This design comes from an exercise in tuning for small area on the open sky130 flow, not from production work.

Setup of v6:
==> flow/design.v <==
package frer_pkg;
    localparam int NUM_PORTS  = 4;
    localparam int PORT_IDX_W = 2;
    localparam int SEQ_W    = 16;
    localparam int HANDLE_W = 4;
    localparam int NUM_STREAMS = 16;
    localparam logic [SEQ_W-1:0] INVALID_SEQ = '1;
    localparam logic [15:0] RESET_TICKS = 16'd50;
    typedef logic [NUM_PORTS-1:0] port_mask_t;   
    typedef struct packed {
        logic [SEQ_W-1:0]    seq_num;   
        logic [HANDLE_W-1:0] handle;    
    } tag_info_t;
    typedef enum logic [1:0] {
        VERDICT_NONE    = 2'd0,   
        VERDICT_PASS    = 2'd1,
        VERDICT_DISCARD = 2'd2
    } verdict_e;
    typedef enum logic [1:0] {
        ST_IDLE   = 2'd0,
        ST_LOOKUP = 2'd1,
        ST_DECIDE = 2'd2,
        ST_REPORT = 2'd3
    } ctrl_state_e;
endpackage
`timescale 1ns/1ps
module match_recovery_top (
    input  logic        i_clk,
    input  logic        i_rst,
    input  logic [3:0]  i_tag_valid,
    input  logic [79:0] i_tag,   
    output logic [3:0]  o_pass_en,
    output logic [3:0]  o_discard_en,
    output logic [3:0]  o_judge_finish
);
    logic [1:0]  r_state;     
    logic [1:0]  r_grant;     
    logic [3:0]  r_pending;
    logic [19:0] r_tag [4];   
    logic [5:0]  r_time;      
    logic        r_done;      
    logic        r_hit;       
    logic [1:0] next_idx;
    logic       next_found;
    logic [1:0] cand;
    always_comb begin
        next_found = 1'b0;
        next_idx   = r_grant;
        cand       = r_grant;
        for (int k = 1; k <= 4; k++) begin
            cand = r_grant + 2'(k);
            if (!next_found && r_pending[cand]) begin
                next_found = 1'b1;
                next_idx   = cand;
            end
        end
    end
    wire       idle   = (r_state == 2'd0);
    wire       report = (r_state == 2'd3);
    wire [3:0] finish = report ? (4'b0001 << r_grant) : 4'b0000;
    always_ff @(posedge i_clk) begin
        if (i_rst) begin
            r_state <= 2'd0;
            r_grant <= 2'd3;
        end else if (idle) begin
            if (next_found) begin
                r_grant <= next_idx;
                r_state <= 2'd1;
            end
        end else begin
            r_state <= r_state + 2'd1;
        end
    end
    always_ff @(posedge i_clk) begin
        if (i_rst) r_pending <= 4'b0000;
        else       r_pending <= (r_pending & ~finish) | i_tag_valid;
    end
    wire busy = r_state[0] ^ r_state[1];
    always_ff @(posedge i_clk) begin
        for (int p = 0; p < 4; p++) begin
            if (i_tag_valid[p] && !(busy && r_grant == 2'(p)))
                r_tag[p] <= i_tag[p*20 +: 20];
        end
    end
    wire [5:0] time_n     = r_time + 6'd1;
    wire [2:0] time_n_hi1 = time_n[5:3] + 3'd1;
    always_ff @(posedge i_clk) begin
        if (i_rst) r_time <= 6'd0;
        else       r_time <= time_n;
    end
    wire [19:0] cur  = r_tag[r_grant];
    wire [3:0]  h    = cur[3:0];
    wire [15:0] s    = cur[19:4];
    wire        sval = (s != 16'hffff);
    logic [15:0] s_seq [16];
    logic [5:0]  s_t   [16];
    logic [15:0] s_a;
    logic [15:0] s_q;
    function automatic logic [3:0] tap_of(input logic [3:0] slot);
        case (slot)
            4'd0:    tap_of = 4'b1000;
            4'd3:    tap_of = 4'b1001;
            4'd6:    tap_of = 4'b1010;
            4'd9:    tap_of = 4'b1011;
            4'd12:   tap_of = 4'b1100;
            4'd15:   tap_of = 4'b1101;
            default: tap_of = 4'b0000;
        endcase
    endfunction
    logic [5:0] r_tsel;   
    wire  [3:0] h_next = !idle ? h
                       : i_tag_valid[next_idx] ? i_tag[next_idx*20 +: 4]
                       : r_tag[next_idx][3:0];
    wire        win_next = !i_rst && (idle ? next_found : !report);
    wire        at_tap = |r_tsel;
    wire        done_next = !idle && (r_done || at_tap);
    wire  [3:0] tap_next = tap_of(h_next + r_time[3:0] + 4'd1);
    always_ff @(posedge i_clk) begin
        r_tsel <= (win_next && !done_next && tap_next[3]) ? (6'b000001 << tap_next[2:0]) : 6'b000000;
    end
    logic [15:0] e_seq;
    logic [5:0]  e_t;
    logic        e_a;
    logic        e_q;
    always_comb begin
        e_seq = '0;
        e_t   = '0;
        e_a   = 1'b0;
        e_q   = 1'b0;
        for (int j = 0; j < 6; j++) begin
            e_seq = e_seq | ({16{r_tsel[j]}} & s_seq[3*j]);
            e_t   = e_t   | ({6{r_tsel[j]}}  & s_t[3*j]);
            e_a   = e_a   | (r_tsel[j] & s_a[3*j]);
            e_q   = e_q   | (r_tsel[j] & s_q[3*j]);
        end
    end
    wire [5:0] g_i  = r_time - {4'd0, r_state};   
    wire [5:0] age  = g_i - e_t;                   
    wire       ta   = e_a | e_q | (age >= 6'd54);
    wire       eq   = (e_seq == s);
    wire       vpass = sval & (ta | ~eq);
        wire       qnew  = ~e_a & (age == 6'd52);
    for (genvar i = 0; i < 16; i++) begin : g_slot
        localparam int J = (i + 15) % 16;   
        logic [15:0] nseq;
        logic [5:0]  nt;
        logic        na;
        logic        nq;
        if ((J % 3) == 0) begin : g_tap
            wire wr = r_tsel[J / 3];
            assign nseq = (wr && sval)  ? s     : s_seq[J];
            assign nt   = (wr && vpass) ? g_i   : s_t[J];
            assign nq   = (wr && vpass) ? qnew  : s_q[J];
            assign na   = i_rst | (s_a[J] & ~(wr && vpass));
        end else if (J == 2 || J == 10) begin : g_scrub
            wire [5:0] a = r_time - s_t[J];
            wire old = (a[5:3] == 3'b111);
            assign nseq = s_seq[J];
            assign nt   = s_t[J];
            assign nq   = s_q[J];
            assign na   = i_rst | s_a[J] | old;
        end else begin : g_plain
            assign nseq = s_seq[J];
            assign nt   = s_t[J];
            assign nq   = s_q[J];
            assign na   = i_rst | s_a[J];
        end
        always_ff @(posedge i_clk) begin
            s_seq[i] <= nseq;
            s_t[i]   <= nt;
            s_a[i]   <= na;
            s_q[i]   <= nq;
        end
    end
    always_ff @(posedge i_clk) begin
        r_done <= done_next;
    end
    wire hit = ~ta & eq;
    always_ff @(posedge i_clk) begin
        if (at_tap && !report) r_hit <= hit;
    end
    wire fhit  = (at_tap && report) ? hit : r_hit;
    wire fpass = sval & ~fhit;
    wire fdisc = sval & fhit;
    assign o_judge_finish = finish;
    assign o_pass_en      = finish & {4{fpass}};
    assign o_discard_en   = finish & {4{fdisc}};
endmodule
==> flow/config.mk <==
export PLATFORM = sky130hd
export DESIGN_NAME = match_recovery_top
export DESIGN_NICKNAME = match_recovery_top
export VERILOG_FILES = /design/flow/design.v
export SDC_FILE = /design/flow/constraint.sdc
export NUM_CORES = 4
export LEC_CHECK = 0
export ABC_AREA = 1
export CAP_MARGIN = 0
export CORE_MARGIN = 2
export CORE_UTILIZATION = 40
export CTS_CLUSTER_DIAMETER = 100
export CTS_CLUSTER_SIZE = 30
export SLEW_MARGIN = 0
==> flow/constraint.sdc <==
create_clock -name core_clock -period 5.0 [get_ports {i_clk}]
set_input_delay 1.0000 -clock core_clock [delete_from_list [all_inputs] [get_ports {i_clk}]]
set_output_delay 1.0000 -clock core_clock [all_outputs]
set_load 0.01 [all_outputs]
standard.sh (not shown) runs the stock make flow with config.mk's settings and CLKGATE_MAP_FILE= SYNTH_SCRIPT=/design/flow/synth_recipe.tcl, a recipe that flattens the netlist after the stock synthesis.
==> flow/flow/run.sh <==
#!/bin/bash
# The standard layout (standard.sh) with these changes:
#  - synthesis is synth_recipe.tcl unchanged, except that ABC maps the logic
#    with an area script (flow/synth_nf.tcl, flow/abc_nf.script)
#  - port buffers use the smallest buffer cell (BUFFER_PORTS_ARGS)
#  - clock tree synthesis runs without dummy loads (CTS_ARGS)
# Each tool's output goes to ORFS's per-step logs under orfs/logs; make's own
# output goes to flow_make.log here.
set -euo pipefail
export FLOW_WORK="$PWD"
export BUFFER_PORTS_ARGS="-buffer_cell sky130_fd_sc_hd__buf_1"
export CTS_ARGS="-sink_clustering_enable -repair_clock_nets -sink_clustering_size 30 -sink_clustering_max_diameter 100 -dont_use_dummy_load"
sed "s#SYNTH_SCRIPT=[^ ]*synth_recipe.tcl#SYNTH_SCRIPT=$PWD/flow/synth_nf.tcl#" standard.sh > standard_nf.sh
grep -q "SYNTH_SCRIPT=$PWD/flow/synth_nf.tcl" standard_nf.sh
bash standard_nf.sh > flow_make.log 2>&1
==> flow/flow/abc_nf.script <==
strash
&get -n
&fraig -x
&put
scorr
dc2
strash
&get -n
&dch -f
&nf -R 1000
&put
==> flow/flow/synth_nf.tcl <==
# The standard synthesis (synth_recipe.tcl, sourced unchanged below) with one
# change: the ABC run that maps the combinational logic uses abc_nf.script, an
# area-oriented script (&nf mapper), in place of ORFS's abc_area.script.
# Flip-flops are mapped before ABC runs, so the registers are the same.
proc abc {args} {
  set i [lsearch -exact $args -script]
  if {$i >= 0 && [string match *abc_area.script [lindex $args [expr {$i + 1}]]]} {
    lset args [expr {$i + 1}] $::env(FLOW_WORK)/flow/abc_nf.script
  }
  yosys abc {*}$args
}
source $::env(FLOW_WORK)/synth_recipe.tcl
> inputs changed (v6 -> v7)
-- flow/design.v --
<<< v6, line 89
        else       r_time <= time_n;
    end
    wire [19:0] cur  = r_tag[r_grant];
    wire [3:0]  h    = cur[3:0];
    wire [15:0] s    = cur[19:4];
>>> v7, line 89
        else       r_time <= time_n;
    end
    wire [1:0]  gsel = idle ? next_idx : r_grant;
    wire [19:0] cur  = r_tag[gsel];
    wire [3:0]  h    = cur[3:0];
    wire [15:0] s    = cur[19:4];
<<< v6, line 108
        endcase
    endfunction
    logic [5:0] r_tsel;   
    wire  [3:0] h_next = !idle ? h
                       : i_tag_valid[next_idx] ? i_tag[next_idx*20 +: 4]
                       : r_tag[next_idx][3:0];
    wire        win_next = !i_rst && (idle ? next_found : !report);
    wire        at_tap = |r_tsel;
    wire        done_next = !idle && (r_done || at_tap);
    wire  [3:0] tap_next = tap_of(h_next + r_time[3:0] + 4'd1);
    always_ff @(posedge i_clk) begin
        r_tsel <= (win_next && !done_next && tap_next[3]) ? (6'b000001 << tap_next[2:0]) : 6'b000000;
    end
    logic [15:0] e_seq;
    logic [5:0]  e_t;
>>> v7, line 109
        endcase
    endfunction
    logic       r_at;    
    logic [2:0] r_ti;
    wire  [3:0] h_next = (idle && i_tag_valid[next_idx]) ? i_tag[next_idx*20 +: 4] : h;
    wire        win_next = !i_rst && (idle ? next_found : !report);
    wire        done_next = !idle && (r_done || r_at);
    wire  [3:0] tap_next = tap_of(h_next + r_time[3:0] + 4'd1);
    always_ff @(posedge i_clk) begin
        r_at <= win_next && !done_next && tap_next[3];
        r_ti <= tap_next[2:0];
    end
    wire [2:0] ti     = r_ti;
    wire       at_tap = r_at;
    logic [15:0] e_seq;
    logic [5:0]  e_t;
<<< v6, line 124
    logic        e_q;
    always_comb begin
        e_seq = '0;
        e_t   = '0;
        e_a   = 1'b0;
        e_q   = 1'b0;
        for (int j = 0; j < 6; j++) begin
            e_seq = e_seq | ({16{r_tsel[j]}} & s_seq[3*j]);
            e_t   = e_t   | ({6{r_tsel[j]}}  & s_t[3*j]);
            e_a   = e_a   | (r_tsel[j] & s_a[3*j]);
            e_q   = e_q   | (r_tsel[j] & s_q[3*j]);
        end
    end
    wire [5:0] g_i  = r_time - {4'd0, r_state};   
>>> v7, line 126
    logic        e_q;
    always_comb begin
        case (ti)
            3'd0:    begin e_seq = s_seq[0];  e_t = s_t[0];  e_a = s_a[0];  e_q = s_q[0];  end
            3'd1:    begin e_seq = s_seq[3];  e_t = s_t[3];  e_a = s_a[3];  e_q = s_q[3];  end
            3'd2:    begin e_seq = s_seq[6];  e_t = s_t[6];  e_a = s_a[6];  e_q = s_q[6];  end
            3'd3:    begin e_seq = s_seq[9];  e_t = s_t[9];  e_a = s_a[9];  e_q = s_q[9];  end
            3'd4:    begin e_seq = s_seq[12]; e_t = s_t[12]; e_a = s_a[12]; e_q = s_q[12]; end
            default: begin e_seq = s_seq[15]; e_t = s_t[15]; e_a = s_a[15]; e_q = s_q[15]; end
        endcase
    end
    wire [5:0] g_i  = r_time - {4'd0, r_state};   
<<< v6, line 148
        logic        nq;
        if ((J % 3) == 0) begin : g_tap
            wire wr = r_tsel[J / 3];
            assign nseq = (wr && sval)  ? s     : s_seq[J];
            assign nt   = (wr && vpass) ? g_i   : s_t[J];
>>> v7, line 148
        logic        nq;
        if ((J % 3) == 0) begin : g_tap
            wire wr = at_tap && (ti == 3'(J / 3));
            assign nseq = (wr && sval)  ? s     : s_seq[J];
            assign nt   = (wr && vpass) ? g_i   : s_t[J];
v7: all stages done; final checks FAILED (setup timing). Between v7 and v6, it is v7 whose minimum clock period is higher, by 0.66 ns. Diff v6 -> v7 | part of the cycle the worst path needs | increase of 13 points. In the flow results for v7 and v6, the synthesized area is smaller on v7. v7 reports a higher cell depth of the worst flop-to-flop path than v6 does. Share of synthesized flip-flops with an asynchronous set or reset: v7 vs v6 identical. Higher area growth from synthesis to layout was reported by v7, not v6.
No run of this note included a check of the RTL's function; only the layout flow was run.

## static timing again, ports no longer ideal
In the flow no input, the clock included, has a driving cell. The finished layouts below were timed again as built, in two steps. Step 1 assumes that a clkbuf_16 drives the clock port and a buf_2 every other input. Step 2 adds t to the input delays and takes it off the output delays; t is the mean of the earliest and latest rising clock arrival at the registers after step 1. Input paths then give back, and output paths get back, about the clock's delay inside the block. Three values: ideal ports, drivers, drivers and shift; two values: the first two.
| run | t, ns | setup slack, ns | worst slew at a driven data input, ns |
|---|---|---|---|
| v6 | 0.562 | 0.130 / 0.080 / 0.323 | 0.05 |
| v7 | 0.563 | -0.532 / -0.579 / -0.016 | 0.04 |
